From an optimization exercise on the open Yosys and OpenROAD flow, aimed at small area, a short achievable clock period and few clock cycles; shortcuts taken in it are not production practice. At most, simulation tests tie the RTL to the original design; equivalence was not proved. Power figures rest on the tool's default switching activity, not on a simulated workload.

==> inputs of v25 <==
==> flow/design.v (excerpt) <==
module stereo_rms_level_smoother (
  input  wire logic                 clk,
  input  wire logic                 rst_n,
  input  wire logic                 in_valid,
  output logic                      in_stall,
  input  wire logic signed [15:0]   in_left_sample,
  input  wire logic signed [15:0]   in_right_sample,
  input  wire logic                 in_last_frame,
  output logic                      out_valid,
  input  wire logic                 out_stall,
  output logic [14:0]               out_rms_level,
  output logic [14:0]               out_smoothed_level,
  output logic [11:0]               out_radius,
  input  wire logic                 cfg_we,
  input  wire logic [2:0]           cfg_index,
  input  wire logic [15:0]          cfg_wdata
);
  logic [15:0] cfg_w;
  logic [14:0] cfg_th, cfg_d;
  logic [11:0] cfg_lo, cfg_hi;
  always_ff @(posedge clk) begin
    if (!rst_n) begin
      cfg_w  <= srls_pkg::RST_SMOOTHING_WEIGHT;
      cfg_th <= srls_pkg::RST_LEVEL_THRESHOLD;
      cfg_d  <= srls_pkg::RST_MAP_INPUT_SPAN;
      cfg_lo <= srls_pkg::RST_OUTPUT_LOW;
      cfg_hi <= srls_pkg::RST_OUTPUT_HIGH;
    end else if (cfg_we) begin
      case (cfg_index)
        3'd0: cfg_w  <= cfg_wdata;
        3'd1: cfg_th <= cfg_wdata[14:0];
        3'd2: cfg_d  <= (cfg_wdata[14:0] == 15'd0) ? 15'd1 : cfg_wdata[14:0];
        3'd3: cfg_lo <= cfg_wdata[11:0];
        3'd4: cfg_hi <= cfg_wdata[11:0];
        default: ;
      endcase
    end
  end
  logic [15:0] lm_r, rm_r;
  logic        v_r, en_r, last_r;
  logic        closed_r, closed_n, stall_r;
  logic        a_ready, a_ready_n, a_ready2_n;
  logic        take, en_next, closing;
  logic [37:0] sum_r, carry_r, acc_s, acc_c, sum_s, sum_c, total;
  logic [8:0]  n_r, n_add;
  logic        handoff, fresh_r;
  assign closing  = v_r && last_r;
  assign handoff  = closed_r && a_ready;
  assign in_stall = stall_r;
  assign take     = rst_n && in_valid && !stall_r;
  assign n_add    = n_r + 9'(en_r);
  assign en_next  = take && (closing || closed_r || !n_add[8]);
  assign closed_n = rst_n && (closing || (closed_r && !handoff));
  logic [15:0] l_abs, r_abs;
  assign l_abs = 16'(in_left_sample[15]  ? -in_left_sample  : in_left_sample);
  assign r_abs = 16'(in_right_sample[15] ? -in_right_sample : in_right_sample);
  always_ff @(posedge clk) begin
    v_r     <= take;
    en_r    <= en_next;
  ...
export LEC_CHECK = 0
export CAP_MARGIN = 20
export CORE_MARGIN = 2
export CORE_UTILIZATION = 40
export SLEW_MARGIN = 20
create_clock -name core_clock -period 12.0 [get_ports {clk}]
run.sh (not shown) runs the stock make flow with config.mk's settings and CLKGATE_MAP_FILE= SYNTH_SCRIPT=/design/flow/synth_recipe.tcl, a recipe that flattens the netlist after the stock synthesis.
==> v28 (differences from v25) <==
--- a/flow/design.v
+++ b/flow/design.v
@@ -728,12 +728,13 @@
   input  wire logic        out_stall,
   output logic             idle,
   output logic             idle_n,
   output logic             out_valid,
   output logic             ov_n,
   output logic [14:0]      out_rms,
+  output logic [14:0]      s_cur,
   output logic [14:0]      out_sm,
   output logic [11:0]      out_rad
 );
   logic        busy, above, ovf, neg;
   logic [4:0]  cnt;
   logic [27:0] pr;
@@ -743,13 +744,13 @@
   logic [14:0] dm, ab_s;
   logic [17:0] t, m0, m1, m2, cs_s, cs_c;
   logic [15:0] ov;
   logic [16:0] x1, y1;
   logic [13:0] rs;
   logic [11:0] rad;
-  logic        dhl_co, dlh_co, dm_co, t_co, ov_co, ab_co;
+  logic        dhl_co, dlh_co, dm_co, ov_co, ab_co;
   assign fin    = busy && ((cnt == 5'd0 && !above) || cnt == 5'd18);
   assign busy_n = rst_n && (load || (busy && !fin));
   assign ov_n   = rst_n && (fin || (out_valid && out_stall));
   assign idle   = !busy;
   assign idle_n = !busy_n;
   always_ff @(posedge clk) begin
@@ -759,17 +760,17 @@
   srls_add #(12) u_dlh (.a(lo), .b(~hi), .ci(1'b1), .s(dlh), .co(dlh_co));
   assign amag = neg ? dlh : dhl;
   srls_add #(15) u_dm (.a(d), .b({15{1'b1}}), .ci(1'b0), .s(dm), .co(dm_co));
   assign h = neg ? {2'b0, dm[14:1]} : {2'b0, d[14:1]};
   srls_add #(15) u_ab (.a(th), .b(~smoothed), .ci(1'b1), .s(ab_s), .co(ab_co));
   assign m0   = {2'b0, pr[27:12]};
-  assign m1   = pr[0] ? {3'b0, out_sm} : 18'd0;
-  assign m2   = pr[1] ? {2'b0, out_sm, 1'b0} : 18'd0;
+  assign m1   = pr[0] ? {3'b0, s_cur} : 18'd0;
+  assign m2   = pr[1] ? {2'b0, s_cur, 1'b0} : 18'd0;
   assign cs_s = m0 ^ m1 ^ m2;
   assign cs_c = (m0 & m1) | (m0 & m2) | (m1 & m2);
-  srls_add #(18) u_t (.a(cs_s), .b({cs_c[16:0], 1'b0}), .ci(1'b0), .s(t), .co(t_co));
+  assign t    = cs_s + {cs_c[16:0], 1'b0};
   srls_add #(16) u_ov (.a(pr[27:12]), .b(~{1'b0, d}), .ci(1'b1), .s(ov), .co(ov_co));
   assign y1 = {pr[27:12], pr[11]};
   assign x1 = 17'(({y1, 1'b1} + {{2'b0, d} ^ {17{!pr[27]}}, !pr[27]}) >> 1);
   assign rs = 14'(({14'(lo), 1'b1} + {14'(pr[11:0]) ^ {14{neg}}, neg}) >> 1);
   always_comb begin
     if (ovf)          rad = neg ? 12'd0 : 12'd4095;
@@ -778,18 +779,19 @@
     else              rad = rs[11:0];
   end
   always_ff @(posedge clk) begin
     busy      <= busy_n;
     out_valid <= ov_n;
     if (!rst_n) begin
-      out_sm <= '0;
+      s_cur <= '0;
     end else if (load) begin
-      out_sm <= smoothed;
+      s_cur <= smoothed;
     end
     if (load) begin
       out_rms <= rms;
+      out_sm  <= smoothed;
     end
   end
   always_ff @(posedge clk) begin
     if (pre) begin
       cnt   <= '0;
       above <= !ab_co;
@@ -904,22 +906,22 @@
     end else begin
       n_r      <= handoff ? 9'(en_r) : n_add;
       closed_r <= closed_n;
     end
   end
   logic        xfer, pre, b_idle, b_idle_n, ov_n;
-  logic [14:0] rms, smoothed;
+  logic [14:0] rms, smoothed, s_cur;
   srls_seq u_level (
     .clk       (clk),
     .rst_n     (rst_n),
     .start     (handoff),
     .closed_n  (closed_n),
     .sum       (total),
     .n         (n_r),
     .w         (cfg_w),
-    .s_prev    (out_smoothed_level),
+    .s_prev    (s_cur),
     .b_idle    (b_idle),
     .b_idle_n  (b_idle_n),
     .ov        (out_valid),
     .ov_n      (ov_n),
     .out_stall (out_stall),
     .ready     (a_ready),
@@ -944,11 +946,12 @@
     .out_stall (out_stall),
     .idle      (b_idle),
     .idle_n    (b_idle_n),
     .out_valid (out_valid),
     .ov_n      (ov_n),
     .out_rms   (out_rms_level),
+    .s_cur     (s_cur),
     .out_sm    (out_smoothed_level),
     .out_rad   (out_radius)
   );
 endmodule
 `default_nettype wire
CAP_MARGIN = 60   (was 20)
SLEW_MARGIN = 60   (was 20)
==> run summary <==
|  | v28 | v25 |
|---|---|---|
| Result of the run | complete, no violations | complete, no violations |
| Number of placed instances with taps included | 4531 | 4470 |
| Largest stage delay, worst path | 0.54 ns | 0.84 ns |
| Non-clock buffers | 130 | 122 |
| Count of unique library cells instantiated by Yosys | 76 | 74 |
| Area occupied by multi-input gates | 20200 um2 | 20100 um2 |
| Largest clock skew in the final design | 0.0623 ns | 0.0310 ns |
| Int Pwr | 3.35 mW | 3.35 mW |
| WP depth | 13 | 17 |
| Cell with the largest stage delay on the worst path | sky130_fd_sc_hd__fa_1 | sky130_fd_sc_hd__edfxtp_1 |
| Critical path origin | u_level.dfull$_DFF_P_ | u_map.pr[1]$_DFFE_PP_ |
| Number of core rows | 103 | 102 |
| Global-route track usage on met2 | 30.6% | 30.6% |
| Non-clk buf share | 3.53% | 3.32% |
| Mapped cell area | 31800 um2 | 31400 um2 |
| Tap Count | 1050 | 1040 |
| Post-Synth Simple-Gate Area | 17.1% | 16.4% |
| Portion of total power attributed to sequential cells | 35.7% | 34.7% |
| Arrival time of data at the critical path endpoint | 5.42 ns | 4.80 ns |
| Total wirelength of the detailed-routed design | 75800 um | 73600 um |
| Share of the synthesized area in compound gates (AO/OA/AOI/OAI) | 11.5% | 12.1% |
| Inverters excl. clock | 387 | 402 |
| Worst-case setup slack after placement | 6.99 ns | 7.38 ns |
| WP data required | 12.50 ns | 12.33 ns |
| Clock buf count | 64 | 71 |
| Most common cell on crit path | sky130_fd_sc_hd__fa_1 | sky130_fd_sc_hd__a21o_1 |
Testbench counts of v25, summed over its fixed seeds: cycles 6,944.
No functional check of the RTL was part of v28.

[afterwards: timing with drivers on the ports]
In the flow no input, the clock included, has a driving cell. The finished layouts below were timed again as built, in two steps. Step 1 assumes that a clkbuf_16 drives the clock port and a buf_2 every other input. Step 2, shift: input delay + t, output delay - t, t = (earliest + latest rising clock arrival at the registers) / 2. This alone moves slack from input paths to output paths. Three values: ideal ports, drivers, drivers and shift; two values: the first two.
| run | t (ns) | setup WS [ns] | worst register clock-pin slew, ns |
|---|---|---|---|
| v25 | 0.645 | 7.536 / 7.536 / 7.390 | 0.07 / 0.07 |
| v28 | 0.657 | 7.080 / 7.080 / 7.080 | 0.07 / 0.07 |
After both steps every run listed still meets setup and hold. The setup slack of v25, which loses most, moves by 0.000 ns with the drivers and by -0.146 ns with both steps.
